This design comes from an exercise in tuning for small area on the open sky130 flow, not from production work. Only simulation tests tie the RTL to the original design; equivalence was not proved. No activity file was given, so power comes from the tool's default toggle rates.

## flow/design.v (module list and top-level ports; edited modules follow where they fit)
// module dru_fa: 4 lines
// module dru_ha: 4 lines
// module dru_gp: 4 lines
// module dru_g: 3 lines
// module decimal_rounding_unit_core: 1292 lines
module decimal_rounding_unit_core (
  input  logic        clk_i,
  input  logic        rst_ni,
  input  logic        start_i,
  output logic        busy_o,
  input  logic [50:0] in_i,
  output logic        done_o,
  output logic [48:0] result_o,
  input  logic        cfg_we_i,
  input  logic [2:0]  cfg_data_i
);
  // ...
==> flow/flow/run.sh <==
#!/bin/bash
# Standard ORFS layout (the standard.sh, unchanged synthesis), with the port buffers
# made of the smallest buffer cell instead of the default choice.
set -euo pipefail
bash standard.sh "BUFFER_PORTS_ARGS=-buffer_cell sky130_fd_sc_hd__buf_1" finish > standard_make.log 2>&1
==> flow/standard.sh <==
#!/bin/bash
# synth_recipe.tcl (not shown) runs the flow's synth.tcl, then flattens the netlist and writes it again
# the make line also repeats each setting of config.mk as NAME=value (left out here)
make -C /OpenROAD-flow-scripts/flow DESIGN_CONFIG=/design/flow/config.mk WORK_HOME=/design/flow/orfs CLKGATE_MAP_FILE= SYNTH_SCRIPT=/design/flow/synth_recipe.tcl "${@:-finish}"
==> flow/config.mk <==
export PLATFORM = sky130hd
export DESIGN_NAME = decimal_rounding_unit_core
export DESIGN_NICKNAME = decimal_rounding_unit_core
export VERILOG_FILES = /design/flow/design.v
export SDC_FILE = /design/flow/constraint.sdc
export NUM_CORES = 4
export LEC_CHECK = 0
export CAP_MARGIN = 20
export CORE_MARGIN = 2
export CORE_UTILIZATION = 40
export GPL_TIMING_DRIVEN = 0
export SETUP_SLACK_MARGIN = 0.15
export SLEW_MARGIN = 20
export SYNTH_HIERARCHICAL = 1
==> flow/constraint.sdc <==
create_clock -name core_clock -period 6.0 [get_ports {clk_i}]
set_input_delay 1.2000 -clock core_clock [delete_from_list [all_inputs] [get_ports {clk_i}]]
set_output_delay 1.2000 -clock core_clock [all_outputs]
set_load 0.01 [all_outputs]
==> summary.txt, run 1 <==
Outcome
  – Status: no timing/DRC/antenna violations

Worst setup path
  – Worst R2R Path Depth: 21
  – Critical path startpoint: vb_t[7]
  – Worst reg2reg setup slack: between 0.2 and 0.3 ns
  – Worst Setup Start Kind: register
  – WP depth: 21
  – WP data required: 6.41 ns

Power
  – Pint: 6.620 mW
  – Switching Share: about half
  – Reg power frac: 16.5%
  – P_sw: 6.836 mW
  – Pleak: a little over 9 nW

Final layout
  – Leading cell category by total area: multi-input gates
  – Fillers: 4288
  – Largest regs: va_v (48), vb_v (48), vd_hi (26)
  – Register area: approximately 4500 um^2

STA
  – Slew headroom: roughly 28%

Detailed routing
  – Met2 wire length: approximately 33000 um
  – DR WL/cell: 26.77 um
  – WL met3: 4985 um

Global routing
  – Vias in the first global route: 16030
  – Largest net degree at the start of global routing: 16
  – Met2 usage: 47.86%

Floorplanning
  – Core Area: between 40000 and 50000 um^2

Min path
  – Min-Delay Path Class: register to register

Place
  – Worst slack, placed: -1.742 ns
  – Placed cells: ~2600
==> run 2: changes to the inputs <==
--- a/flow/design.v
+++ b/flow/design.v
@@ -1083,33 +1083,30 @@
   wire s3_39, s3_40;
   dru_fa u_s3_39 (.a(w[19]), .b(cc[19]), .c(~wt[19]), .s(s3_39), .co(s3_40));
   wire s3_41, s3_42;
   dru_fa u_s3_41 (.a(w[20]), .b(cc[20]), .c(~wt[20]), .s(s3_41), .co(s3_42));
   wire s3_43, s3_44;
   dru_fa u_s3_43 (.a(w[21]), .b(cc[21]), .c(1'b1), .s(s3_43), .co(s3_44));
   assign xa = {1'b1, 1'b1, s3_43, s3_41, s3_39, s3_37, s3_35, s3_33, s3_31, s3_29, s3_27, s3_25, s3_23, s3_21, s3_19, s3_17, s3_15, s3_13, s3_11, s3_9, s3_7, s3_5, s3_3, s3_1};
   assign xb = {1'b0, s3_44, s3_42, s3_40, s3_38, s3_36, s3_34, s3_32, s3_30, s3_28, s3_26, s3_24, s3_22, s3_20, s3_18, s3_16, s3_14, s3_12, s3_10, s3_8, s3_6, s3_4, s3_2, 1'b0};
-  wire ovfi = (w[47:22] == 26'h1ffffff);
-  wire ovfd = (w[47:22] == 26'h2000000);
   logic        vd_q;
   logic [23:0] vd_xa;
   logic [23:1] vd_xb;
   logic [25:0] vd_hi;
-  logic        vd_oi, vd_od;
+  wire         vd_oi = (vd_hi == 26'h1ffffff);
+  wire         vd_od = (vd_hi == 26'h2000000);
   always_ff @(posedge clk_i or negedge rst_ni) begin
     if (!rst_ni) vd_q <= 1'b0;
     else vd_q <= vc_q;
   end
   always_ff @(posedge clk_i) begin
     vd_xa <= xa;
     vd_xb <= xb[23:1];
     vd_hi <= w[47:22];
-    vd_oi <= ovfi;
-    vd_od <= ovfd;
   end
   wire [23:0] xsum;
   wire s4_1, s4_2;
   dru_ha u_s4_1 (.a(vd_xa[1]), .b(vd_xb[1]), .s(s4_1), .co(s4_2));
   wire s4_3, s4_4;
   dru_ha u_s4_3 (.a(vd_xa[2]), .b(vd_xb[2]), .s(s4_3), .co(s4_4));
   wire s4_5, s4_6;
   dru_ha u_s4_5 (.a(vd_xa[3]), .b(vd_xb[3]), .s(s4_5), .co(s4_6));
==> run 2 against run 1 <==
  * Clock-buffer cell count is the same
  * Still clean
  * Setup slack gained 0.077 ns
  * Highest routed layer unchanged
  * Wire length shrank 7.8%
  * Critical path type unchanged
  * Final cell count shrank 1.4%
  * Clock power grew 8%
==> summary.txt, run 2 <==
Outcome
  – Status: no timing/DRC/antenna violations (unchanged)

STA
  – Worst Clk Skew: 0.03735 ns (was 0.02849 ns)
  – Final max-slew violation count: 0 (unchanged)
  – Slew @ Worst Pin: 0.8706 ns (was 1.082 ns)
  – # setup viols final: 0 (unchanged)
  – Slew headroom: 41.65% (was 27.63%)
  – Period utilization: 94.13% (was 95.41%)
  – Fin Hold WS: 0.3001 ns (was 0.3144 ns)
  – RSZ-0062 raised after global routing: false (was true)
  – Hold Fails Final Rpt: 0 (unchanged)
  – Post-Route Setup TNS: 0 ns (unchanged)
  – Max Clk Rate: 177.1 MHz (was 174.7 MHz)
  – Minimum clock period after layout: 5.648 ns (was 5.725 ns)
  – Final setup margin: 0.3520 ns (was 0.2754 ns)

Detailed routing
  – Final wirelength: 65410 um (was 70980 um)
  – Via/cell ratio: 5.885 (was 6.041)
  – DR pass1 iterations: 5 (unchanged)
  – Vias: 15388 (was 16016)
  – Initial detailed-routing violation count: 1508 (was 1323)
  – DR WL/cell: 25.01 um (was 26.77 um)
  – Drt drc: 0 (unchanged)
  – ANT nets after route: 0 (unchanged)

Clock network
  – Hold_buf cts: 0 (unchanged)
  – CTS tree: built (unchanged)
  – CTS Root Cell: clkbuf_16 (unchanged)
  – Clk buf depth: 3 (unchanged)
  – H-tree Lvls: 1 (unchanged)
  – Clock sinks: 220 (was 222)
  – Num CTS Buffers: 27 (was 25)
  – Worst-Skew Late Latency: 0.59 ns (was 0.56 ns)
  – Clk slew on worst S/H paths: 0.06 ns (about the same)

Place
  – Post-DP Area: 18790 um^2 (was 19170 um^2)
  – GPL Wtd Cong: 0.9830 (was 1.002)
  – Input/output buffers: 106 (unchanged)
  – Worst slack, placed: -1.185 ns (was -1.742 ns)
  – Dpl hpwl: 52800 um (was 57730 um)

Global routing
  – GRT Total Usage: 28.98% (was 30.12%)
  – Vias in the first global route: 15528 (was 16030)
  – First-pass GRT wire length: 97520 um (was 104800 um)
  – Global-route congestion overflow total: 0 (unchanged)
  – Largest net degree at the start of global routing: 15 (was 16)
  – Initial antenna violation count: 1 (was 4)

Worst setup path
  – WP data required: 6.43 ns (was 6.41 ns)
  – Worst path arrival time: 6.07 ns (was 6.13 ns)
  – Critical path buffer and inverter count: 4 (was 5)
  – CP endpoint kind: register (unchanged)
  – Crit Path Max Fanout: 10 (unchanged)
  – Most used cell along the critical path: nand2_1 (was ha_4)
  – Crit Path Category: register to register (unchanged)
  – Crit path max-delay family: compound AO/OA/AOI/OAI gates (unchanged)
  – Crit path cell chain: clkbuf_2, clkbuf_4, nor2b_2, nand2_1, nor3_1, a31oi_2, nand4_1, o31a_1, a211oi_4, nand2_2, a221oi_1, o211a_1, ha_2, inv_1, a2111oi_1, and2_1, nand2_1, buf_2, a31oi_1, a211oi_2, fa_1 (was buf_4, buf_2, clkbuf_4, nor3_1, o2111ai_1, o221ai_1, o41ai_4, o2111ai_4, nor3_2, a32oi_1, a311oi_2, ha_4, ha_4, buf_12, ha_4, clkbuf_4, nand2_1, a211oi_1, nor2_1, a211oi_4, fa_1)
  – Critical Path Max Stage Delay: 0.51 ns (was 0.49 ns)
  – Slowest stage cell on the critical path: fa_1 (unchanged)
  – Worst Setup Start Kind: register (unchanged)

Floorplanning
  – Core Area: 43270 um^2 (was 44220 um^2)
  – Die height: 213.7 um (was 215.8 um)
  – Initial Util: 40.66% (was 40.59%)
  – Area of the die: 45670 um^2 (was 46580 um^2)
  – Row cnt: 76 (was 77)
  – Die W: 213.7 um (was 215.8 um)
  – Ports: 109 (unchanged)

Final layout
  – Layout cells sized above 1: 10.25% (was 12.53%)
  – Nets: 2361 (was 2395)
  – Commonest non-fill, non-tap cells in the layout: dfxtp_1 (209), fa_1 (196), a21o_1 (124), nand2_1 (121), buf_1 (108) (was dfxtp_1 (212), fa_1 (196), a21o_1 (123), nand2_1 (117), buf_1 (108))
  – Synth-to-Final Area Change: 14.17% (was 16.27%)
  – N_diodes: 0 (unchanged)
  – Fin area: 20090 um^2 (was 20870 um^2)
  – Largest regs: va_v (48), vb_v (48), vd_hi (26) (unchanged)
  – Commonest non-fill, non-tap cell in the layout: dfxtp_1 (unchanged)

Power
  – Post-layout total power: 13.08 mW (was 13.46 mW)
  – Pleak: 8.874 nW (was 9.151 nW)
  – Pwr/cell area: 651.2 nW/um^2 (was 644.9 nW/um^2)
  – Worst VDD drop: 815.1 uV (was 606.3 uV)

Min path
  – Min-Delay Path Class: register to register (unchanged)

Synth
  – Synthesis Warnings: 7 (unchanged)
  – Synthesized area: 17590 um^2 (was 17950 um^2)
  – Syn_area_per_cell: 9.489 um^2 (was 9.526 um^2)
  – Synth Instances: 1854 (was 1884)

Run
  – Maxcap violations: 0 (unchanged)
[run 2: worst reg2reg max path: cells and delay by family, from the launching register on]
family,cells,cell delay [ns]
AOI/OAI and AO/OA,8,2.15
and+or+nand+nor,7,1.32
buffers and inverters,4,0.95
adders and majority gates,2,0.71
DFF,1,0.39
[run 2: what timing repair did]
action	4_1_cts	5_1_grt
resized for setup	73	95
setup buffers	2	1
endpoints found under the setup margin	102	68
pin swaps	5	3
[run 2: final timing paths]
path                       slack [ns]  cells past startpoint  startpoint        to
setup / recovery                 0.35                     21     vb_t[7]  vd_xa[8]
hold / removal                   0.30                      0    va_v[28]  vb_v[28]
setup reg to reg                 0.35                     21     vb_t[7]  vd_xa[8]
hold reg to reg                  0.30                      0    va_v[28]  vb_v[28]
max in group asynchronous        5.08                      1      rst_ni     ks[2]
min in group asynchronous        0.55                      1      rst_ni      vd_q
[run 2: cell type report]
cell class	count	area, um^2
repair buffers	109	420.4
flip-flops and latches	220	4454
clock buffers	31	700.7
well taps	585	732.0
inverters	66	257.7
fillers	4171	23180
clock inverters	19	209.0
multi-input cells	1479	12750
plain buffers	106	560.5
[run 2: metal layers]
| layer | vias to the layer above | routed length, um | track usage (%) |
|---|---|---|---|
| met5 | - | 0 | 0 |
| li1 | 6896 | - | - |
| met3 | 141 | 5650 | 6.737 |
| met1 | 7618 | 28040 | 39.74 |
| met2 | 733 | 28920 | 44.21 |
| met4 | 0 | 2809 | 11.69 |
[run 2: metrics by stage]
stage	utilization [%]	cells
2_1_floorplan	-	1872
3_3_place_gp	43.43	2563
3_5_place_dp	43.44	2563
4_1_cts	45.95	2614
5_1_grt	46.42	2615
6_report	46.42	2615
[run 2: power by group]
part,total (mW),switching (mW),leakage [nW],internal (mW)
Combinational,9.24,5.63,6.54,3.62
Sequential,2.18,0.294,1.89,1.89
Clock,1.65,0.704,0.442,0.951
Total,13.1,6.63,8.87,6.45
==> run 3: changes to the inputs <==
--- a/flow/config.mk
+++ b/flow/config.mk
@@ -9,6 +9,6 @@
 export CORE_MARGIN = 2
 export CORE_UTILIZATION = 40
 export GPL_TIMING_DRIVEN = 0
-export SETUP_SLACK_MARGIN = 0.15
+export SETUP_SLACK_MARGIN = 0.1
 export SLEW_MARGIN = 20
 export SYNTH_HIERARCHICAL = 1
==> run 3 against run 2 <==
  * Clock skew fell by 0.0013 ns
  * Critical path depth down 5
  * Power shrank 0.41%
  * Final area decreased by 0.34%
  * Flip-flop and latch count stayed put
  * Area after synthesis is the same
  * Highest routed layer unchanged
==> summary.txt, run 3 <==
Place
  – Post-DP Area: 18790 um^2 (unchanged)
  – Input/output buffers: 106 (unchanged)
  – Placed cells: 2563 (unchanged)
  – Dpl hpwl: 52800 um (unchanged)
  – GPL Wtd Cong: 0.9830 (unchanged)

Final layout
  – Commonest non-fill, non-tap cells in the layout: dfxtp_1 (211), fa_1 (196), a21o_1 (124), nand2_1 (122), buf_1 (110) (was dfxtp_1 (209), fa_1 (196), a21o_1 (124), nand2_1 (121), buf_1 (108))
  – Area of the multi-input gates: 12700 um^2 (was 12750 um^2)
  – Fillers: 4189 (was 4171)
  – Register area: 4452 um^2 (was 4454 um^2)
  – Non-filler cells, final: 2615 (unchanged)
  – Fin util: 46.26% (was 46.42%)
  – Synth-to-Final Area Change: 13.78% (was 14.17%)
  – Largest regs: va_v (48), vb_v (48), vd_hi (26) (unchanged)
  – Nets: 2361 (unchanged)
  – N_diodes: 0 (unchanged)
  – Fin area: 20020 um^2 (was 20090 um^2)
  – Layout cells sized above 1: 9.212% (was 10.25%)
  – Commonest non-fill, non-tap cell in the layout: dfxtp_1 (unchanged)

STA
  – # setup viols final: 0 (unchanged)
  – Final max-slew violation count: 0 (unchanged)
  – Max Clk Rate: 173.6 MHz (was 177.1 MHz)
  – Period utilization: 96.03% (was 94.13%)
  – Minimum clock period after layout: 5.762 ns (was 5.648 ns)
  – Worst Clk Skew: 0.03608 ns (was 0.03735 ns)
  – RSZ-0062 raised after global routing: true (was false)
  – Slew @ Worst Pin: 0.8993 ns (was 0.8706 ns)
  – Hold Fails Final Rpt: 0 (unchanged)
  – Slew headroom: 39.72% (was 41.65%)

Power
  – Reg power frac: 16.7% (about the same)
  – Worst VDD drop: 815.2 uV (was 815.1 uV)
  – Pwr/cell area: 650.7 nW/um^2 (was 651.2 nW/um^2)
  – Clock share of power: 12.7% (about the same)
  – Share of total power in combinational logic: 70.6% (was 70.7%)
  – Switching Share: 50.65% (was 50.66%)
  – P_sw: 6.598 mW (was 6.626 mW)
  – Pleak: 8.847 nW (was 8.874 nW)
  – Post-layout total power: 13.03 mW (was 13.08 mW)
  – Pint: 6.428 mW (was 6.453 mW)

Global routing
  – Initial antenna violation count: 1 (unchanged)
  – Largest net degree at the start of global routing: 20 (was 15)
  – First-pass GRT wire length: 97600 um (was 97520 um)
  – Global-route congestion overflow total: 0 (unchanged)
  – Vias in the first global route: 15489 (was 15528)
  – GRT Total Usage: 28.95% (was 28.98%)

Detailed routing
  – Drt drc: 0 (unchanged)
  – Vias: 15511 (was 15388)
  – Initial detailed-routing violation count: 1645 (was 1508)
  – DR WL/cell: 25.02 um (was 25.01 um)
  – DR pass1 iterations: 5 (unchanged)
  – ANT nets after route: 0 (unchanged)
  – Final wirelength: 65430 um (was 65410 um)
  – Via/cell ratio: 5.932 (was 5.885)

Floorplanning
  – Die height: 213.7 um (unchanged)
  – Area of the die: 45670 um^2 (unchanged)
  – Core Area: 43270 um^2 (unchanged)
  – Die W: 213.7 um (unchanged)
  – Row cnt: 76 (unchanged)
  – Ports: 109 (unchanged)
  – Initial Util: 40.66% (unchanged)

Clock network
  – CTS Root Cell: clkbuf_16 (unchanged)
  – Clk slew on worst S/H paths: 0.06 ns (about the same)
  – H-tree Lvls: 1 (unchanged)
  – CTS tree: built (unchanged)
  – Num CTS Buffers: 27 (unchanged)
  – Worst-Skew Late Latency: 0.58 ns (was 0.59 ns)
  – Clock sinks: 220 (unchanged)
  – Clk buf depth: 3 (unchanged)
  – Hold_buf cts: 0 (unchanged)

Worst setup path
  – Crit Path Max Fanout: 10 (unchanged)
  – Crit Path Category: register to register (unchanged)
  – Worst Setup Start Kind: register (unchanged)
  – Worst path arrival time: 6.23 ns (was 6.07 ns)
  – Slowest stage cell on the critical path: dfstp_2 (was fa_1)
  – Crit path cell chain: clkbuf_2, clkbuf_2, nor2_1, o21bai_1, fa_1, fa_1, fa_1, fa_1, ha_1, and2_1, a21o_1, a21o_1, a21o_1, a21o_1, a21o_1, xor2_1 (was clkbuf_2, clkbuf_4, nor2b_2, nand2_1, nor3_1, a31oi_2, nand4_1, o31a_1, a211oi_4, nand2_2, a221oi_1, o211a_1, ha_2, inv_1, a2111oi_1, and2_1, nand2_1, buf_2, a31oi_1, a211oi_2, fa_1)
  – Critical Path Max Stage Delay: 0.71 ns (was 0.51 ns)
  – WP data required: 6.47 ns (was 6.43 ns)
  – Most used cell along the critical path: a21o_1 (was nand2_1)
  – CP endpoint kind: register (unchanged)

Run
  – Maxcap violations: 0 (unchanged)

Synth
  – Synthesis Warnings: 7 (unchanged)
  – Synthesized area: 17590 um^2 (unchanged)
  – Synth Instances: 1854 (unchanged)
  – Syn_area_per_cell: 9.489 um^2 (unchanged)

Outcome
  – Status: no timing/DRC/antenna violations (unchanged)

Min path
  – Min-Delay Path Class: register to register (unchanged)
[run 3: what timing repair did]
item | in CTS | in global routing
setup buffers | 1 | 3
resized for setup | 64 | 68
setup endpoints to repair | 98 | 87
pin swaps | 4 | 4
[run 3: area by class of cell]
| cell class | instances | share of cell area (%) |
|---|---|---|
| tap | 585 | 3.657 |
| multi-input combinational | 1479 | 63.47 |
| buffer | 105 | 2.669 |
| sequential | 220 | 22.24 |
| inverter | 66 | 1.281 |
| timing repair buffer | 110 | 2.138 |
| clock buffer | 31 | 3.500 |
| clock inverter | 19 | 1.044 |
[run 3: path summary, 6_finish.rpt]
path / startpoint / end / depth (start not counted) / slack, ns
max: ks[4] / vb_t[18] / 16 / 0.24
min: va_v[28] / vb_v[28] / 0 / 0.30
max reg2reg: ks[4] / vb_t[18] / 16 / 0.24
min reg2reg: va_v[28] / vb_v[28] / 0 / 0.30
max in group asynchronous: rst_ni / ks[2] / 1 / 5.08
min in group asynchronous: rst_ni / vd_q / 1 / 0.56
[run 3: stage by stage]
stage | setup TNS (ns) | hold slack [ns] | setup WS [ns]
finish | 0 | 0.3014 | 0.2383
global route | 0 | 0.3086 | 0.06295
CTS | 0 | 0.3106 | 0.07494
detailed placement | -29.18 | 0.3121 | -1.185
global placement | -32.69 | 0.3107 | -1.338
floorplan | 0 | 0.3096 | 0.5771
[run 3: power groups by stage]
stage | Clock (mW) | Combinational, mW | Sequential (mW)
5_1_grt | 1.75 | 10.1 | 2.20
3_5_place_dp | 0 | 8.94 | 2.19
4_1_cts | 1.70 | 9.07 | 2.16
6_report | 1.65 | 9.20 | 2.18
2_1_floorplan | 0 | 6.32 | 2.05
3_3_place_gp | 0 | 8.89 | 2.19
[run 3: critical path, delay by kind of cell (launching register included)]
family,cells,cell delay (ns)
and+or+nand+nor,2,0.37
buffers and inverters,2,0.75
adders and majority gates,5,2.27
xor gates and xnor gates,1,0.15
DFF,1,0.71
AOI/OAI and AO/OA,6,1.38
[run 3: layer usage]
layer  wire length (um)  share of wire (%)  global-route usage [%]  vias up
met5                  0                  0                       0        -
met2              29230                 45                   44.61      733
met1              28140                 43                   39.88     7732
met3               5569                8.5                   6.473      152
li1                   -                  -                       -     6894
met4               2489                3.8                   10.66        0
==> run 4: changes to the inputs <==
==> flow/flow/run.sh (replaced) <==
#!/bin/bash
# Standard ORFS layout (the standard.sh, unchanged synthesis), with the port buffers
# made of the smallest buffer cell and no dummy clock loads in clock tree synthesis.
set -euo pipefail
bash standard.sh "BUFFER_PORTS_ARGS=-buffer_cell sky130_fd_sc_hd__buf_1" \
  "CTS_ARGS=-sink_clustering_enable -repair_clock_nets -dont_use_dummy_load -buf_list sky130_fd_sc_hd__clkbuf_8" finish > standard_make.log 2>&1
==> run 4 against run 3 <==
  * Highest routed layer unchanged
  * Clock-buffer cell count is 9 higher
  * Via count is 0.34% lower
  * First-iteration DRC count is 9.7% lower
  * Clock power is 32% lower
  * Final area is 1.7% lower
  * Sequential share of layout area is 0.38 points higher
  * Register-to-register slack worse by 0.08 ns
==> summary.txt, run 4 <==
Outcome
  – Status: no timing/DRC/antenna violations (unchanged)

STA
  – Fin Hold WS: 0.2877 ns (was 0.3014 ns)
  – Max Clk Rate: 171.2 MHz (was 173.6 MHz)
  – Hold Fails Final Rpt: 0 (unchanged)
  – Period utilization: 97.36% (was 96.03%)
  – Slew @ Worst Pin: 0.8836 ns (was 0.8993 ns)
  – Worst Clk Skew: 0.07941 ns (was 0.03608 ns)
  – Slew headroom: 40.77% (was 39.72%)
  – Minimum clock period after layout: 5.842 ns (was 5.762 ns)
  – RSZ-0062 raised after global routing: false (was true)
  – Final max-slew violation count: 0 (unchanged)
  – # setup viols final: 0 (unchanged)

Synth
  – Synth Instances: 1854 (unchanged)
  – Synthesis Warnings: 7 (unchanged)
  – Synthesized area: 17590 um^2 (unchanged)
  – Syn_area_per_cell: 9.489 um^2 (unchanged)

Place
  – Input/output buffers: 106 (unchanged)
  – GPL Wtd Cong: 0.9830 (unchanged)
  – Dpl hpwl: 52800 um (unchanged)

Final layout
  – Largest regs: va_v (48), vb_v (48), vd_hi (26) (unchanged)
  – Commonest non-fill, non-tap cells in the layout: dfxtp_1 (211), fa_1 (196), a21o_1 (124), nand2_1 (123), buf_1 (110) (was dfxtp_1 (211), fa_1 (196), a21o_1 (124), nand2_1 (122), buf_1 (110))
  – Commonest non-fill, non-tap cell in the layout: dfxtp_1 (unchanged)
  – Synth-to-Final Area Change: 11.86% (was 13.78%)
  – Layout cells sized above 1: 9.262% (was 9.212%)
  – Fillers: 4220 (was 4189)
  – Nets: 2373 (was 2361)

Worst setup path
  – Worst Setup Start Kind: register (unchanged)
  – Worst path arrival time: 6.30 ns (was 6.23 ns)
  – CP endpoint kind: register (unchanged)
  – Crit Path Category: register to register (unchanged)
  – Crit Path Max Fanout: 11 (was 10)
  – WP data required: 6.46 ns (was 6.47 ns)

Clock network
  – Clk slew on worst S/H paths: 0.06 ns (about the same)
  – H-tree Lvls: 2 (was 1)
  – Clk buf depth: 3 (unchanged)
  – Num CTS Buffers: 40 (was 27)
  – Worst-Skew Late Latency: 0.59 ns (was 0.58 ns)
  – Clock sinks: 220 (unchanged)
  – CTS tree: built (unchanged)
  – CTS Root Cell: clkbuf_8 (was clkbuf_16)

Global routing
  – Vias in the first global route: 15537 (was 15489)
  – Initial antenna violation count: 1 (unchanged)
  – GRT Total Usage: 29.01% (was 28.95%)
  – Largest net degree at the start of global routing: 20 (unchanged)
  – Global-route congestion overflow total: 0 (unchanged)
  – First-pass GRT wire length: 97490 um (was 97600 um)

Detailed routing
  – Via/cell ratio: 5.934 (was 5.932)
  – Met2 wire length: 28970 um (was 29230 um)
  – Final wirelength: 65340 um (was 65430 um)
  – DR WL/cell: 25.08 um (was 25.02 um)
  – ANT nets after route: 0 (unchanged)
  – Routed length on met1: 28370 um (was 28140 um)
  – Top Layer Used: met4 (unchanged)
  – Vias: 15459 (was 15511)
  – Drt drc: 0 (unchanged)
  – Initial detailed-routing violation count: 1485 (was 1645)
  – WL met3: 5461 um (was 5569 um)
  – DR pass1 iterations: 6 (was 5)

Floorplanning
  – Die height: 213.7 um (unchanged)
  – Core Area: 43270 um^2 (unchanged)
  – Row cnt: 76 (unchanged)
  – Initial Util: 40.66% (unchanged)
  – Area of the die: 45670 um^2 (unchanged)
  – Die W: 213.7 um (unchanged)
  – Ports: 109 (unchanged)

Power
  – P_sw: 6.437 mW (was 6.598 mW)
  – Switching Share: 51.48% (was 50.65%)
  – Pwr/cell area: 635.4 nW/um^2 (was 650.7 nW/um^2)
  – Share of total power in combinational logic: 73.6% (was 70.6%)
  – Reg power frac: 17.4% (was 16.7%)
  – Worst VDD drop: 815.6 uV (was 815.2 uV)
  – Pleak: 8.706 nW (was 8.847 nW)
  – Clock share of power: 9.0% (was 12.7%)
  – Pint: 6.066 mW (was 6.428 mW)
  – Post-layout total power: 12.50 mW (was 13.03 mW)

Min path
  – Min-Delay Path Class: register to register (unchanged)

Run
  – Maxcap violations: 0 (unchanged)
==> run 4: power by group through the flow <==
stage | Combinational, mW | Clock (mW) | Sequential, mW
2_1_floorplan | 6.32 | 0 | 2.05
3_3_place_gp | 8.89 | 0 | 2.19
3_5_place_dp | 8.94 | 0 | 2.19
4_1_cts | 9.07 | 1.17 | 2.17
5_1_grt | 10.1 | 1.23 | 2.20
6_report | 9.20 | 1.12 | 2.18
==> run 4: metrics by stage <==
step / setup TNS, ns / worst slack, ns / instance area, um^2 / utilization (%) / instances
global placement: -32.69 / -1.338 / 18790 / 43.43 / 2563
finish: 0 / 0.1585 / 19680 / 45.48 / 2605
floorplan: 0 / 0.5771 / 17660 / - / 1872
detailed placement: -29.18 / -1.185 / 18790 / 43.44 / 2563
global route: 0 / 0.09243 / 19680 / 45.47 / 2604
CTS: 0 / 0.1065 / 19500 / 45.07 / 2603
==> run 4: final timing paths <==
path | from | to | slack, ns | cells past startpoint
max reg2reg | vb_t[12] | vd_xa[9] | 0.16 | 20
max in group asynchronous | rst_ni | ks[2] | 5.06 | 1
min in group asynchronous | rst_ni | vb_q | 0.56 | 1
max | vb_t[12] | vd_xa[9] | 0.16 | 20
min | va_v[33] | vb_v[33] | 0.29 | 0
min reg2reg | va_v[33] | vb_v[33] | 0.29 | 0
==> run 4: layout make-up <==
type | count | area [um^2] | area share [%]
diodes | 1 | 2.502 | 0.01272
flip-flops and latches | 220 | 4452 | 22.62
plain buffers | 105 | 549.3 | 2.791
well taps | 585 | 732.0 | 3.720
clock buffers | 40 | 550.5 | 2.798
repair buffers | 109 | 420.4 | 2.136
inverters | 66 | 254.0 | 1.291
multi-input cells | 1479 | 12720 | 64.63
==> run 4: worst max-delay path, cell delays in order, from the launching register on <==
cell and delay [ns]:
dfxtp_1 0.33, clkbuf_2 0.22, clkbuf_2 0.27, nor2_2 0.45, o21ai_0 0.28, a2111oi_0 0.64
o21a_1 0.21, o221ai_1 0.13, nand2_1 0.08, a21boi_1 0.10, xnor2_1 0.14, o211a_1 0.24
ha_1 0.20, ha_2 0.51, ha_1 0.20, clkbuf_2 0.24, or2_2 0.19, nand3_1 0.16
and4_1 0.27, nor4_4 0.39, fa_1 0.47
==> run 4: what timing repair did <==
action                                  CTS  global route
endpoints found under the setup margin  100            67
pin swaps                                 4             3
resized for setup                        64            85
endpoints found under the hold margin     0             0
hold buffers                              0             0
buffers inserted                          2             1
==> run 4: per-layer routing <==
metal	up-vias	global-route usage (%)
met2	711	44.03
met3	147	7.147
li1	6901	-
met5	-	0
met4	0	11.47
met1	7700	39.80
==> run 5: changes to the inputs <==
==> flow/flow/run.sh (replaced) <==
#!/bin/bash
# Standard ORFS layout (the standard.sh, unchanged synthesis), with the port buffers
# made of the smallest buffer cell and no dummy clock loads in clock tree synthesis.
set -euo pipefail
bash standard.sh "BUFFER_PORTS_ARGS=-buffer_cell sky130_fd_sc_hd__buf_1" \
  "CTS_ARGS=-sink_clustering_enable -repair_clock_nets -dont_use_dummy_load" finish > standard_make.log 2>&1
==> run 5 against run 4 <==
  * Final cell count down 0.50%
  * Critical path depth unchanged
  * Clock power up 21%
  * Synthesized cell count unchanged
  * Power up 1.8%
  * Die area unchanged
  * Hold slack better by 0.012 ns
  * Still clean on timing, DRC and antenna
  * Highest routed layer unchanged
  * Maximum frequency up 1.3%
  * First-iteration DRC count up 14%
  * Wire length about the same
  * Sequential power about the same
==> summary.txt, run 5 <==
Clock network
  – CTS Root Cell: clkbuf_16 (was clkbuf_8)
  – Clk buf depth: 3 (unchanged)
  – Clk slew on worst S/H paths: 0.06 ns (about the same)
  – CTS tree: built (unchanged)
  – Hold_buf cts: 0 (unchanged)
  – Num CTS Buffers: 27 (was 40)
  – Worst-Skew Late Latency: 0.55 ns (was 0.59 ns)
  – Clock sinks: 220 (unchanged)
  – H-tree Lvls: 1 (was 2)

Detailed routing
  – DR pass1 iterations: 6 (unchanged)
  – Vias: 15526 (was 15459)
  – Initial detailed-routing violation count: 1698 (was 1485)
  – Final wirelength: 65300 um (was 65340 um)
  – DR WL/cell: 25.19 um (was 25.08 um)
  – ANT nets after route: 0 (unchanged)
  – Via/cell ratio: 5.990 (was 5.934)
  – Drt drc: 0 (unchanged)

Place
  – Worst slack, placed: -1.185 ns (unchanged)
  – Dpl hpwl: 52800 um (unchanged)
  – Input/output buffers: 106 (unchanged)
  – Post-DP Area: 18790 um^2 (unchanged)
  – GPL Wtd Cong: 0.9830 (unchanged)

STA
  – RSZ-0062 raised after global routing: true (was false)
  – Max Clk Rate: 173.4 MHz (was 171.2 MHz)
  – Worst Clk Skew: 0.02197 ns (was 0.07941 ns)
  – Hold Fails Final Rpt: 0 (unchanged)
  – Minimum clock period after layout: 5.768 ns (was 5.842 ns)
  – Final setup margin: 0.2316 ns (was 0.1585 ns)
  – Final max-slew violation count: 0 (unchanged)
  – # setup viols final: 0 (unchanged)
  – Fin Hold WS: 0.2996 ns (was 0.2877 ns)
  – Slew headroom: 39.09% (was 40.77%)
  – Slew @ Worst Pin: 0.9087 ns (was 0.8836 ns)
  – Period utilization: 96.14% (was 97.36%)

Global routing
  – GRT met1 Usage: 39.80% (unchanged)
  – Vias in the first global route: 15408 (was 15537)
  – Global-route congestion overflow total: 0 (unchanged)
  – Largest net degree at the start of global routing: 20 (unchanged)
  – M3 GR Usage: 6.547% (was 7.147%)
  – First-pass GRT wire length: 97390 um (was 97490 um)
  – Global route hottest layer: met2 (unchanged)
  – GRT Total Usage: 28.91% (was 29.01%)
  – Initial antenna violation count: 1 (unchanged)
  – Met2 usage: 44.44% (was 44.03%)

Final layout
  – Layout cells sized above 1: 8.670% (was 9.262%)
  – N_diodes: 0 (was 1)
  – Synth-to-Final Area Change: 12.50% (was 11.86%)
  – Fin area: 19790 um^2 (was 19680 um^2)
  – Nets: 2361 (was 2373)
  – Largest regs: va_v (48), vb_v (48), vd_hi (26) (unchanged)
  – Commonest non-fill, non-tap cells in the layout: dfxtp_1 (210), fa_1 (196), a21o_1 (124), nand2_1 (123), buf_1 (110) (was dfxtp_1 (211), fa_1 (196), a21o_1 (124), nand2_1 (123), buf_1 (110))
  – Fillers: 4195 (was 4220)
  – Commonest non-fill, non-tap cell in the layout: dfxtp_1 (unchanged)

Power
  – Worst VDD drop: 813.6 uV (was 815.6 uV)
  – Pleak: 8.751 nW (was 8.706 nW)
  – Pwr/cell area: 643.2 nW/um^2 (was 635.4 nW/um^2)

Floorplanning
  – Die height: 213.7 um (unchanged)
  – Row cnt: 76 (unchanged)
  – Die W: 213.7 um (unchanged)
  – Core Area: 43270 um^2 (unchanged)
  – Ports: 109 (unchanged)
  – Area of the die: 45670 um^2 (unchanged)
  – Initial Util: 40.66% (unchanged)

Worst setup path
  – Worst path arrival time: 6.20 ns (was 6.30 ns)
  – Crit Path Max Fanout: 11 (unchanged)
  – Slowest stage cell on the critical path: a2111oi_0 (unchanged)
  – Crit path max-delay family: compound AO/OA/AOI/OAI gates (unchanged)
  – Worst Setup Start Kind: register (unchanged)
  – Crit path cell chain: clkbuf_2, clkbuf_2, nor2_2, o21ai_0, a2111oi_0, o21a_1, o221ai_1, nand2_1, a21boi_1, xnor2_1, o211a_1, ha_1, ha_2, ha_1, clkbuf_2, or2_2, nand3_1, and4_1, nor4_4, fa_1 (unchanged)
  – Crit Path Category: register to register (unchanged)
  – CP endpoint kind: register (unchanged)
  – Critical path buffer and inverter count: 3 (unchanged)
  – Critical Path Max Stage Delay: 0.60 ns (was 0.64 ns)
  – WP data required: 6.43 ns (was 6.46 ns)
  – Most used cell along the critical path: clkbuf_2 (unchanged)

Synth
  – Synthesis Warnings: 7 (unchanged)
  – Synth Instances: 1854 (unchanged)
  – Synthesized area: 17590 um^2 (unchanged)
  – Syn_area_per_cell: 9.489 um^2 (unchanged)

Run
  – Maxcap violations: 0 (unchanged)

Min path
  – Min-Delay Path Class: register to register (unchanged)

Outcome
  – Status: no timing/DRC/antenna violations (unchanged)
[run 5: worst paths after layout]
check | slack [ns] | depth (start not counted) | end | from
worst max-delay path | 0.23 | 20 | vd_xa[9] | vb_t[12]
worst min-delay path | 0.30 | 0 | vd_hi[21] | vb_v[43]
worst max register to register | 0.23 | 20 | vd_xa[9] | vb_t[12]
worst min register to register | 0.30 | 0 | vd_hi[21] | vb_v[43]
max in group asynchronous | 5.06 | 1 | ks[2] | rst_ni
min in group asynchronous | 0.58 | 1 | va_q | rst_ni
[run 5: timing repair]
| action | CTS | global route |
|---|---|---|
| resized for setup | 62 | 83 |
| pin swaps | 3 | 4 |
| hold endpoints to repair | 0 | 0 |
| endpoints found under the setup margin | 98 | 84 |
| setup buffers | 1 | 3 |
| cloned | 0 | 0 |
[run 5: through the flow]
step / util, % / total power, mW / TNS (ns) / cells
6_report: 45.74 / 12.73 / 0 / 2592
5_1_grt: 45.74 / 13.77 / 0 / 2592
4_1_cts: 45.28 / 12.61 / 0 / 2589
3_5_place_dp: 43.44 / 11.13 / -29.18 / 2563
3_3_place_gp: 43.43 / 11.08 / -32.69 / 2563
2_1_floorplan: - / 8.362 / 0 / 1872
[run 5: per-layer routing]
layer	up-vias	wire [um]	share of wire (%)
met1	7702	27830	43
met2	795	29110	45
met3	141	5848	9.0
li1	6888	-	-
met4	0	2505	3.8
met5	-	0	0
[run 5: worst register-to-register path: stages, from the launching register on]
cell	delay, ns
dfxtp_1	0.33
clkbuf_2	0.22
clkbuf_2	0.26
nor2_2	0.43
o21ai_0	0.28
a2111oi_0	0.60
o21a_1	0.21
o221ai_1	0.13
nand2_1	0.08
a21boi_1	0.10
xnor2_1	0.15
o211a_1	0.24
ha_1	0.20
ha_2	0.50
ha_1	0.20
clkbuf_2	0.24
or2_2	0.19
nand3_1	0.16
and4_1	0.27
nor4_4	0.38
fa_1	0.47
[run 5: layout make-up]
class / instances / area, um^2 / area share (%)
buffer: 105 / 541.8 / 2.737
clock buffer: 27 / 675.6 / 3.414
inverter: 66 / 256.5 / 1.296
multi-input combinational: 1479 / 12700 / 64.19
sequential: 220 / 4453 / 22.50
tap: 585 / 732.0 / 3.698
timing repair buffer: 110 / 427.9 / 2.162
[run 5: power breakdown]
part	switching [mW]	internal [mW]	total (mW)	leakage [nW]
Sequential	0.296	1.89	2.18	1.89
Clock	0.574	0.779	1.35	0.333
Combinational	5.60	3.59	9.19	6.53
==> run 6: changes to the inputs <==
==> flow/flow/run.sh (replaced) <==
#!/bin/bash
# Standard ORFS layout (the standard.sh, unchanged synthesis), with the port buffers
# made of the smallest buffer cell and no dummy clock loads in clock tree synthesis.
set -euo pipefail
bash standard.sh "BUFFER_PORTS_ARGS=-buffer_cell sky130_fd_sc_hd__buf_1" \
  "CTS_ARGS=-sink_clustering_enable -repair_clock_nets -dont_use_dummy_load -buf_list sky130_fd_sc_hd__clkbuf_16 -sink_clustering_size 25 -sink_clustering_max_diameter 80" finish > standard_make.log 2>&1
==> run 6 against run 5 <==
  * Critical path type unchanged
  * Sequential power hardly changed
  * Flip-flop and latch count stayed put
  * Via count is 0.56% lower
  * Clock power is 24% lower
  * Maximum frequency is 0.52% higher
  * Wire length is 0.56% lower
  * Critical endpoint is now vd_xa[11]
  * First-iteration DRC count is 5.1% lower
  * Synthesized cell count stayed put
  * Area after synthesis stayed put
  * Still clean on timing, DRC and antenna
  * Global-route usage is 0.22 points lower
==> summary.txt, run 6 <==
Outcome
  – Status: no timing/DRC/antenna violations (unchanged)

Clock network
  – Hold_buf cts: 0 (unchanged)
  – H-tree Lvls: 1 (unchanged)
  – Worst-Skew Late Latency: 0.52 ns (was 0.55 ns)
  – CTS tree: built (unchanged)
  – Clk slew on worst S/H paths: 0.09 ns (was 0.06 ns)
  – Clk buf depth: 3 (unchanged)
  – Clock sinks: 220 (unchanged)
  – Num CTS Buffers: 18 (was 27)
  – CTS Root Cell: clkbuf_16 (unchanged)

Final layout
  – Largest regs: va_v (48), vb_v (48), vd_hi (26) (unchanged)
  – Fin area: 19590 um^2 (was 19790 um^2)
  – N_diodes: 0 (unchanged)
  – Commonest non-fill, non-tap cell in the layout: dfxtp_1 (unchanged)
  – Layout cells sized above 1: 8.300% (was 8.670%)
  – Commonest non-fill, non-tap cells in the layout: dfxtp_1 (211), fa_1 (196), a21o_1 (124), nand2_1 (121), buf_1 (109) (was dfxtp_1 (210), fa_1 (196), a21o_1 (124), nand2_1 (123), buf_1 (110))
  – Fillers: 4219 (was 4195)
  – Nets: 2354 (was 2361)
  – Synth-to-Final Area Change: 11.35% (was 12.50%)

STA
  – RSZ-0062 raised after global routing: false (was true)
  – Final max-slew violation count: 0 (unchanged)
  – Minimum clock period after layout: 5.738 ns (was 5.768 ns)
  – Slew headroom: 40.98% (was 39.09%)
  – Hold Fails Final Rpt: 0 (unchanged)
  – Max Clk Rate: 174.3 MHz (was 173.4 MHz)
  – Period utilization: 95.64% (was 96.14%)
  – # setup viols final: 0 (unchanged)
  – Worst Clk Skew: 0.04842 ns (was 0.02197 ns)
  – Slew @ Worst Pin: 0.8806 ns (was 0.9087 ns)
  – Fin Hold WS: 0.3004 ns (was 0.2996 ns)

Worst setup path
  – Worst path arrival time: 6.13 ns (was 6.20 ns)
  – Worst Setup Start Kind: register (unchanged)
  – Crit Path Category: register to register (unchanged)
  – WP data required: 6.40 ns (was 6.43 ns)
  – CP endpoint kind: register (unchanged)
  – Crit Path Max Fanout: 10 (was 11)

Floorplanning
  – Initial Util: 40.66% (unchanged)
  – Die height: 213.7 um (unchanged)
  – Area of the die: 45670 um^2 (unchanged)
  – Ports: 109 (unchanged)
  – Row cnt: 76 (unchanged)
  – Core Area: 43270 um^2 (unchanged)
  – Die W: 213.7 um (unchanged)

Place
  – Post-DP Area: 18790 um^2 (unchanged)
  – Input/output buffers: 106 (unchanged)
  – Dpl hpwl: 52800 um (unchanged)
  – GPL Wtd Cong: 0.9830 (unchanged)

Power
  – Post-layout total power: 12.42 mW (was 12.73 mW)
  – Pleak: 8.646 nW (was 8.751 nW)
  – Pwr/cell area: 634.0 nW/um^2 (was 643.2 nW/um^2)
  – Worst VDD drop: 817.5 uV (was 813.6 uV)

Global routing
  – GRT Total Usage: 28.68% (was 28.91%)
  – First-pass GRT wire length: 96870 um (was 97390 um)
  – Vias in the first global route: 15346 (was 15408)
  – Global-route congestion overflow total: 0 (unchanged)
  – Largest net degree at the start of global routing: 26 (was 20)
  – Initial antenna violation count: 1 (unchanged)

Run
  – Maxcap violations: 0 (unchanged)

Detailed routing
  – Drt drc: 0 (unchanged)
  – Via/cell ratio: 5.973 (was 5.990)
  – Vias: 15439 (was 15526)
  – Final wirelength: 64940 um (was 65300 um)
  – DR pass1 iterations: 6 (unchanged)
  – ANT nets after route: 0 (unchanged)
  – Initial detailed-routing violation count: 1612 (was 1698)
  – DR WL/cell: 25.12 um (was 25.19 um)

Synth
  – Synth Instances: 1854 (unchanged)
  – Synthesis Warnings: 7 (unchanged)
  – Synthesized area: 17590 um^2 (unchanged)
  – Syn_area_per_cell: 9.489 um^2 (unchanged)

Min path
  – Min-Delay Path Class: register to register (unchanged)
## run 6: worst paths after layout
kind | start | end | slack [ns] | cells after the start
worst max register to register | vb_t[4] | vd_xa[11] | 0.26 | 18
min in group asynchronous | rst_ni | ks[1] | 0.63 | 1
worst min-delay path | va_v[13] | vb_v[13] | 0.30 | 0
worst min register to register | va_v[13] | vb_v[13] | 0.30 | 0
worst max-delay path | vb_t[4] | vd_xa[11] | 0.26 | 18
max in group asynchronous | rst_ni | vd_q | 4.99 | 1
## run 6: timing repair
action                                  CTS  global route
resized for setup                        66            72
setup buffers                             1             4
pin swaps                                 3             5
endpoints found under the setup margin   82            83
## run 6: per-layer routing
| layer | wire, um | vias up | part of all wire (%) | track usage (%) |
|---|---|---|---|---|
| met4 | 2610 | 0 | 4.0 | 10.94 |
| met3 | 5347 | 151 | 8.2 | 6.019 |
| met5 | 0 | - | 0 | 0 |
| met2 | 28800 | 731 | 44 | 43.90 |
| met1 | 28180 | 7685 | 43 | 39.87 |
| li1 | - | 6872 | - | - |
## run 6: critical path, stage by stage (launching register included)
cell and delay [ns]:
dfxtp_1 0.46, clkbuf_2 0.28, clkbuf_2 0.27, clkbuf_4 0.29, clkbuf_4 0.28, nor2_1 0.07, a32oi_1 0.25, o221ai_1 0.26
a211oi_4 0.39, nand2_2 0.15, a221oi_1 0.30, o211a_1 0.19, ha_1 0.38, inv_2 0.25, ha_2 0.29, clkbuf_2 0.26
a32oi_1 0.11, o41ai_2 0.62, fa_1 0.53
## run 6: layout make-up
cell class,instances,area [um^2],share of cell area (%)
multi-input combinational,1479,12720,64.95
sequential,220,4452,22.73
tap,585,732.0,3.737
buffer,106,544.3,2.778
clock buffer,18,450.4,2.299
timing repair buffer,111,435.4,2.223
inverter,66,251.5,1.284
## run 6: report_power, final
part / switching (mW) / leakage (nW) / internal [mW]
Sequential: 0.293 / 1.89 / 1.88
Clock: 0.497 / 0.222 / 0.529
Combinational: 5.61 / 6.53 / 3.60
Total: 6.40 / 8.65 / 6.02
## run 6: metrics by stage
step           std cells  utilization [%]  TNS, ns  worst slack [ns]
2_1_floorplan       1872                -        0            0.5771
3_3_place_gp        2563            43.43   -32.69            -1.338
3_5_place_dp        2563            43.44   -29.18            -1.185
4_1_cts             2581            44.82        0            0.1123
5_1_grt             2585            45.27        0            0.1037
6_report            2585            45.27        0            0.2617
==> run 7: changes to the inputs <==
==> flow/flow/run.sh (replaced) <==
#!/bin/bash
# Standard ORFS layout (the standard.sh, unchanged synthesis), with the port buffers
# made of the smallest buffer cell and no dummy clock loads in clock tree synthesis.
set -euo pipefail
bash standard.sh "BUFFER_PORTS_ARGS=-buffer_cell sky130_fd_sc_hd__buf_1" \
  "CTS_ARGS=-sink_clustering_enable -repair_clock_nets -dont_use_dummy_load -buf_list sky130_fd_sc_hd__clkbuf_8 -sink_clustering_size 16 -sink_clustering_max_diameter 80" finish > standard_make.log 2>&1
==> run 7 against run 6 <==
  * Final area fell by 0.61%
  * Synthesized cell count did not move
  * Utilization shrank 0.27 points
  * Die area unchanged
  * Sequential share of layout area rose by 0.15 points
  * First-iteration DRC count shrank 1.2%
  * Combinational power is essentially flat
  * Wire length grew 0.25%
  * Hold slack improved by 0.012 ns
  * Global-route usage rose by 0.067 points
  * Sequential power hardly changed
  * Clock skew increased by 0.014 ns
  * Critical endpoint is now vb_t[18]
==> summary.txt, run 7 <==
Global routing
  – Largest net degree at the start of global routing: 20 (was 26)
  – Global-route congestion overflow total: 0 (unchanged)
  – First-pass GRT wire length: 97030 um (was 96870 um)
  – GRT Total Usage: 28.75% (was 28.68%)
  – Initial antenna violation count: 2 (was 1)
  – Vias in the first global route: 15337 (was 15346)

Clock network
  – CTS Root Cell: clkbuf_8 (was clkbuf_16)
  – CTS tree: built (unchanged)
  – Clk buf depth: 3 (unchanged)
  – Worst-Skew Late Latency: 0.58 ns (was 0.52 ns)
  – Clock sinks: 220 (unchanged)
  – Clk slew on worst S/H paths: 0.10 ns (was 0.09 ns)
  – Num CTS Buffers: 21 (was 18)
  – H-tree Lvls: 1 (unchanged)

Final layout
  – Register area: 4454 um^2 (was 4452 um^2)
  – Fin area: 19470 um^2 (was 19590 um^2)
  – Commonest non-fill, non-tap cells in the layout: dfxtp_1 (209), fa_1 (196), a21o_1 (124), nand2_1 (122), buf_1 (108) (was dfxtp_1 (211), fa_1 (196), a21o_1 (124), nand2_1 (121), buf_1 (109))
  – N_diodes: 0 (unchanged)
  – Fin util: 45.00% (was 45.27%)
  – Synth-to-Final Area Change: 10.68% (was 11.35%)
  – Largest regs: va_v (48), vb_v (48), vd_hi (26) (unchanged)
  – Non-filler cells, final: 2585 (unchanged)
  – Fillers: 4225 (was 4219)
  – Area of the multi-input gates: 12760 um^2 (was 12720 um^2)
  – Commonest non-fill, non-tap cell in the layout: dfxtp_1 (unchanged)
  – Nets: 2354 (unchanged)
  – Layout cells sized above 1: 9.000% (was 8.300%)

Floorplanning
  – Die W: 213.7 um (unchanged)
  – Row cnt: 76 (unchanged)
  – Initial Util: 40.66% (unchanged)
  – Core Area: 43270 um^2 (unchanged)
  – Die height: 213.7 um (unchanged)
  – Ports: 109 (unchanged)
  – Area of the die: 45670 um^2 (unchanged)

STA
  – Post-Route Setup TNS: 0 ns (unchanged)
  – Worst Clk Skew: 0.06210 ns (was 0.04842 ns)
  – # setup viols final: 0 (unchanged)
  – Slew headroom: 43.31% (was 40.98%)
  – RSZ-0062 raised after global routing: false (unchanged)
  – Final max-slew violation count: 0 (unchanged)
  – Period utilization: 95.80% (was 95.64%)
  – Slew @ Worst Pin: 0.8473 ns (was 0.8806 ns)
  – Fin Hold WS: 0.3120 ns (was 0.3004 ns)
  – Max Clk Rate: 174.0 MHz (was 174.3 MHz)
  – Minimum clock period after layout: 5.748 ns (was 5.738 ns)
  – Hold Fails Final Rpt: 0 (unchanged)

Worst setup path
  – Worst reg2reg setup slack: 0.25 ns (was 0.26 ns)
  – Worst path arrival time: 6.23 ns (was 6.13 ns)
  – Reg2reg start: ks[4] (was vb_t[4])
  – CP endpoint kind: register (unchanged)
  – Worst Setup EP: vb_t[18] (was vd_xa[11])
  – Worst Setup Start Kind: register (unchanged)
  – Critical path startpoint: ks[4] (was vb_t[4])
  – Reg-to-reg endpoint: vb_t[18] (was vd_xa[11])
  – Worst R2R Path Depth: 16 (was 18)
  – WP data required: 6.48 ns (was 6.40 ns)
  – Crit Path Category: register to register (unchanged)
  – Crit Path Max Fanout: 10 (unchanged)

Outcome
  – Status: no timing/DRC/antenna violations (unchanged)

Detailed routing
  – DR pass1 iterations: 6 (unchanged)
  – Final wirelength: 65100 um (was 64940 um)
  – Vias: 15394 (was 15439)
  – DR WL/cell: 25.18 um (was 25.12 um)
  – Drt drc: 0 (unchanged)
  – ANT nets after route: 0 (unchanged)
  – Via/cell ratio: 5.955 (was 5.973)
  – Initial detailed-routing violation count: 1592 (was 1612)

Power
  – Pwr/cell area: 626.6 nW/um^2 (was 634.0 nW/um^2)
  – Pleak: 8.588 nW (was 8.646 nW)
  – Worst VDD drop: 816.4 uV (was 817.5 uV)

Place
  – Post-DP Area: 18790 um^2 (unchanged)
  – Input/output buffers: 106 (unchanged)
  – Placed cells: 2563 (unchanged)
  – Dpl hpwl: 52800 um (unchanged)
  – GPL Wtd Cong: 0.9830 (unchanged)

Synth
  – Synthesized area: 17590 um^2 (unchanged)
  – Syn_area_per_cell: 9.489 um^2 (unchanged)
  – Synth Instances: 1854 (unchanged)
  – Synthesis Warnings: 7 (unchanged)

Run
  – Maxcap violations: 0 (unchanged)

Min path
  – Min-Delay Path Class: register to register (unchanged)
-- run 7: changes by cell type in the layout (fill, tap and decap cells not counted), sizes merged --
cell      delta
clkinvlp     +1
clkinv       -1
clkbuf       +1
buf          -1
-- run 7: layer usage --
| layer | vias to the layer above | wire (um) | GRT usage [%] |
|---|---|---|---|
| met5 | - | 13 | 0 |
| met4 | 2 | 2550 | 10.70 |
| li1 | 6855 | - | - |
| met2 | 734 | 28810 | 43.91 |
| met3 | 159 | 5513 | 6.283 |
| met1 | 7644 | 28210 | 39.98 |
-- run 7: timing repair --
item                                    CTS  global route
gates cloned                              0             0
hold buffers                              0             0
endpoints found under the setup margin   99            66
gates resized for setup                  67            97
setup buffers                             2             1
pin swaps                                 6             3
-- run 7: how the worst min path moves through the flow --
stage	slack [ns]	startpoint	endpoint	depth (start not counted)
3_3_place_gp	0.31	va_v[45]	vb_v[45]	0
4_1_cts	0.32	va_md[0]	vb_md[0]	0
3_5_place_dp	0.31	va_v[28]	vb_v[28]	0
6_report	0.31	va_md[0]	vb_md[0]	0
2_1_floorplan	0.31	va_md[0]	vb_md[0]	0
5_1_grt	0.31	va_md[0]	vb_md[0]	0
-- run 7: final cells by class --
class / instances / area share, %
timing repair buffer: 109 / 2.159
sequential: 220 / 22.88
tap: 585 / 3.759
multi-input combinational: 1479 / 65.56
inverter: 66 / 1.337
clock buffer: 21 / 1.484
buffer: 105 / 2.821
-- run 7: power by group --
part | switching [mW] | internal (mW)
combinational | 5.62 | 3.61
sequential | 0.292 | 1.88
clock | 0.483 | 0.311
-- run 7: critical path, stage by stage (launching register included) --
cell      delay [ns]
dfstp_2         0.72
clkbuf_2        0.35
clkbuf_2        0.38
nor2_1          0.19
o21bai_1        0.25
fa_1            0.44
fa_1            0.56
fa_1            0.46
fa_1            0.48
ha_1            0.33
and2_1          0.18
a21o_1          0.15
a21o_1          0.25
a21o_1          0.32
a21o_1          0.25
a21o_1          0.17
xor2_1          0.15
-- run 7: metrics by stage --
stage	power [mW]	setup slack, ns
3_3_place_gp	11.08	-1.338
4_1_cts	12.07	0.1058
6_report	12.20	0.2517
5_1_grt	13.24	0.1038
2_1_floorplan	8.362	0.5771
3_5_place_dp	11.13	-1.185
==> run 8: changes to the inputs <==
==> flow/flow/run.sh (replaced) <==
#!/bin/bash
# Standard ORFS layout (the standard.sh, unchanged synthesis), with the port buffers
# made of the smallest buffer cell, and a clock tree of clkbuf_8 cells with small sink clusters
# and no dummy clock loads. Tool output goes to standard_make.log and to ORFS's own logs.
set -euo pipefail
bash standard.sh "BUFFER_PORTS_ARGS=-buffer_cell sky130_fd_sc_hd__buf_1" \
  "CTS_ARGS=-sink_clustering_enable -repair_clock_nets -dont_use_dummy_load -buf_list sky130_fd_sc_hd__clkbuf_8 -sink_clustering_size 16 -sink_clustering_max_diameter 80" finish > standard_make.log 2>&1
==> run 8 against run 7 <==
  * Critical endpoint unchanged
  * Critical path type unchanged
  * Largest cell class unchanged
  * Final cell count is the same
  * Flip-flop and latch count unchanged
  * Setup slack is the same
  * Highest routed layer unchanged
==> summary.txt, run 8 <==
Outcome
  – Status: no timing/DRC/antenna violations (unchanged)

Worst setup path
  – Crit Path Max Fanout: 10 (unchanged)
  – Crit Path Category: register to register (unchanged)
  – Worst Setup Start Kind: register (unchanged)
  – WP data required: 6.48 ns (about the same)
  – CP endpoint kind: register (unchanged)
  – Most used cell along the critical path: a21o_1 (unchanged)
  – Crit path cell chain: clkbuf_2, clkbuf_2, nor2_1, o21bai_1, fa_1, fa_1, fa_1, fa_1, ha_1, and2_1, a21o_1, a21o_1, a21o_1, a21o_1, a21o_1, xor2_1 (unchanged)
  – Worst path arrival time: 6.23 ns (about the same)
  – Slowest stage cell on the critical path: dfstp_2 (unchanged)
  – Critical Path Max Stage Delay: 0.72 ns (about the same)

Global routing
  – First-pass GRT wire length: 97030 um (unchanged)
  – Vias in the first global route: 15337 (unchanged)
  – GRT Total Usage: 28.75% (unchanged)
  – Largest net degree at the start of global routing: 20 (unchanged)
  – Global-route congestion overflow total: 0 (unchanged)
  – Initial antenna violation count: 2 (unchanged)

Clock network
  – CTS tree: built (unchanged)
  – Clock sinks: 220 (unchanged)
  – Clk slew on worst S/H paths: 0.10 ns (about the same)
  – Worst-Skew Late Latency: 0.58 ns (about the same)
  – Clk buf depth: 3 (unchanged)
  – CTS Root Cell: clkbuf_8 (unchanged)
  – H-tree Lvls: 1 (unchanged)
  – Hold_buf cts: 0 (unchanged)
  – Num CTS Buffers: 21 (unchanged)

Floorplanning
  – Die W: 213.7 um (unchanged)
  – Ports: 109 (unchanged)
  – Die height: 213.7 um (unchanged)
  – Area of the die: 45670 um^2 (unchanged)
  – Core Area: 43270 um^2 (unchanged)
  – Initial Util: 40.66% (unchanged)
  – Row cnt: 76 (unchanged)

STA
  – Period utilization: 95.80% (unchanged)
  – Minimum clock period after layout: 5.748 ns (unchanged)
  – # setup viols final: 0 (unchanged)
  – RSZ-0062 raised after global routing: false (unchanged)
  – Worst Clk Skew: 0.06210 ns (unchanged)
  – Slew @ Worst Pin: 0.8473 ns (unchanged)
  – Slew headroom: 43.31% (unchanged)
  – Fin Hold WS: 0.3120 ns (unchanged)
  – Final setup margin: 0.2517 ns (unchanged)
  – Max Clk Rate: 174.0 MHz (unchanged)
  – Hold Fails Final Rpt: 0 (unchanged)
  – Final max-slew violation count: 0 (unchanged)

Place
  – Post-DP Area: 18790 um^2 (unchanged)
  – Worst slack, placed: -1.185 ns (unchanged)
  – GPL Wtd Cong: 0.9830 (unchanged)
  – Dpl hpwl: 52800 um (unchanged)
  – Input/output buffers: 106 (unchanged)

Final layout
  – Synth-to-Final Area Change: 10.68% (unchanged)
  – Layout cells sized above 1: 9.000% (unchanged)
  – Fin area: 19470 um^2 (unchanged)
  – Commonest non-fill, non-tap cells in the layout: dfxtp_1 (209), fa_1 (196), a21o_1 (124), nand2_1 (122), buf_1 (108) (unchanged)
  – Nets: 2354 (unchanged)
  – Commonest non-fill, non-tap cell in the layout: dfxtp_1 (unchanged)
  – Largest regs: va_v (48), vb_v (48), vd_hi (26) (unchanged)
  – N_diodes: 0 (unchanged)

Detailed routing
  – Drt drc: 0 (unchanged)
  – DR pass1 iterations: 6 (unchanged)
  – Via/cell ratio: 5.955 (unchanged)
  – Vias: 15394 (unchanged)
  – ANT nets after route: 0 (unchanged)
  – Final wirelength: 65100 um (unchanged)
  – DR WL/cell: 25.18 um (unchanged)
  – Initial detailed-routing violation count: 1592 (unchanged)

Power
  – Pleak: 8.588 nW (unchanged)
  – Pwr/cell area: 626.6 nW/um^2 (unchanged)
  – Worst VDD drop: 816.4 uV (unchanged)

Run
  – Maxcap violations: 0 (unchanged)

Min path
  – Min-Delay Path Class: register to register (unchanged)

Synth
  – Syn_area_per_cell: 9.489 um^2 (unchanged)
  – Synth Instances: 1854 (unchanged)
  – Synthesized area: 17590 um^2 (unchanged)
  – Synthesis Warnings: 7 (unchanged)
==> run 8: power breakdown <==
part           internal [mW]  leakage (nW)  switching, mW  total [mW]
logic                   3.61          6.55           5.62        9.23
registers               1.88          1.89          0.292        2.18
clock network          0.311         0.151          0.483       0.794
total                   5.81          8.59           6.39        12.2
==> run 8: final timing paths <==
kind	from	to	slack, ns	cells past startpoint
setup / recovery	ks[4]	vb_t[18]	0.25	16
hold / removal	va_md[0]	vb_md[0]	0.31	0
setup reg to reg	ks[4]	vb_t[18]	0.25	16
hold reg to reg	va_md[0]	vb_md[0]	0.31	0
max in group asynchronous	rst_ni	vd_q	5.05	1
min in group asynchronous	rst_ni	ks[1]	0.55	1
==> run 8: cell type report <==
type                    count  area (um^2)
fillers                  4225        23800
inverters                  66        260.3
flip-flops and latches    220         4454
plain buffers             105        549.3
well taps                 585        732.0
repair buffers            109        420.4
multi-input cells        1479        12760
clock buffers              21        289.0
==> run 8: metal layers <==
metal	GRT usage, %	share of wire [%]	wire [um]	up-vias
li1	-	-	-	6855
met2	43.91	44	28810	734
met5	0	0.020	13	-
met4	10.70	3.9	2550	2
met1	39.98	43	28210	7644
met3	6.283	8.5	5513	159
==> run 8: timing repair <==
item	in CTS	in global routing
endpoints found under the setup margin	99	66
resized for setup	67	97
pin swaps	6	3
setup buffers	2	1
==> run 8: stage by stage <==
| step | total power [mW] | setup TNS [ns] | util [%] | cells |
|---|---|---|---|---|
| 6_report | 12.20 | 0 | 45.00 | 2585 |
| 5_1_grt | 13.24 | 0 | 45.00 | 2585 |
| 4_1_cts | 12.07 | 0 | 44.48 | 2584 |
| 3_5_place_dp | 11.13 | -29.18 | 43.44 | 2563 |
| 3_3_place_gp | 11.08 | -32.69 | 43.43 | 2563 |
| 2_1_floorplan | 8.362 | 0 | - | 1872 |
==> run 8: worst max-delay path: cells and delay by family (launching register included) <==
| kind | cells | cell delay [ns] |
|---|---|---|
| xor+xnor | 1 | 0.15 |
| fa+ha+maj | 5 | 2.27 |
| compound gates | 6 | 1.39 |
| flops | 1 | 0.72 |
| simple gates | 2 | 0.37 |
| buf+inv | 2 | 0.73 |

## what the ideal ports hide
In the flow no input, the clock included, has a driving cell. The finished layouts below were timed again as built, in two steps.
Step 1 sets driving cells, clkbuf_16 on the clock port and buf_2 on the other inputs (assumed; they add their load-dependent delay and slew).
Step 2 moves the port delays by t, midway between the first and last clock arrival at a register: inputs arrive t later, outputs are due t later. That takes back most of the time a late clock gives input paths.
a / b / c = ideal ports / drivers / drivers and shift; a / b = the first two.
run	t, ns	slack for setup (ns)	worst setup path at the end	worst register clock-pin slew, ns
run 1	0.599	0.275 / 0.275 / -0.048	input to register	0.07 / 0.07
run 2	0.619	0.352 / 0.329 / -0.113	input to register	0.07 / 0.07
run 3	0.619	0.238 / 0.238 / -0.072	input to register	0.07 / 0.07
run 4	0.601	0.158 / 0.158 / -0.116	input to register	0.06 / 0.06
run 5	0.597	0.232 / 0.232 / -0.072	input to register	0.06 / 0.06
run 6	0.555	0.262 / 0.262 / -0.060	input to register	0.09 / 0.09
run 7	0.601	0.252 / 0.252 / -0.108	input to register	0.10 / 0.10
run 8	0.601	0.252 / 0.252 / -0.108	input to register	0.10 / 0.10
With both steps, setup timing fails in every run listed, where it was met with ideal ports. The setup slack of run 2, which loses most, moves by -0.023 ns with the drivers and by -0.465 ns with both steps.
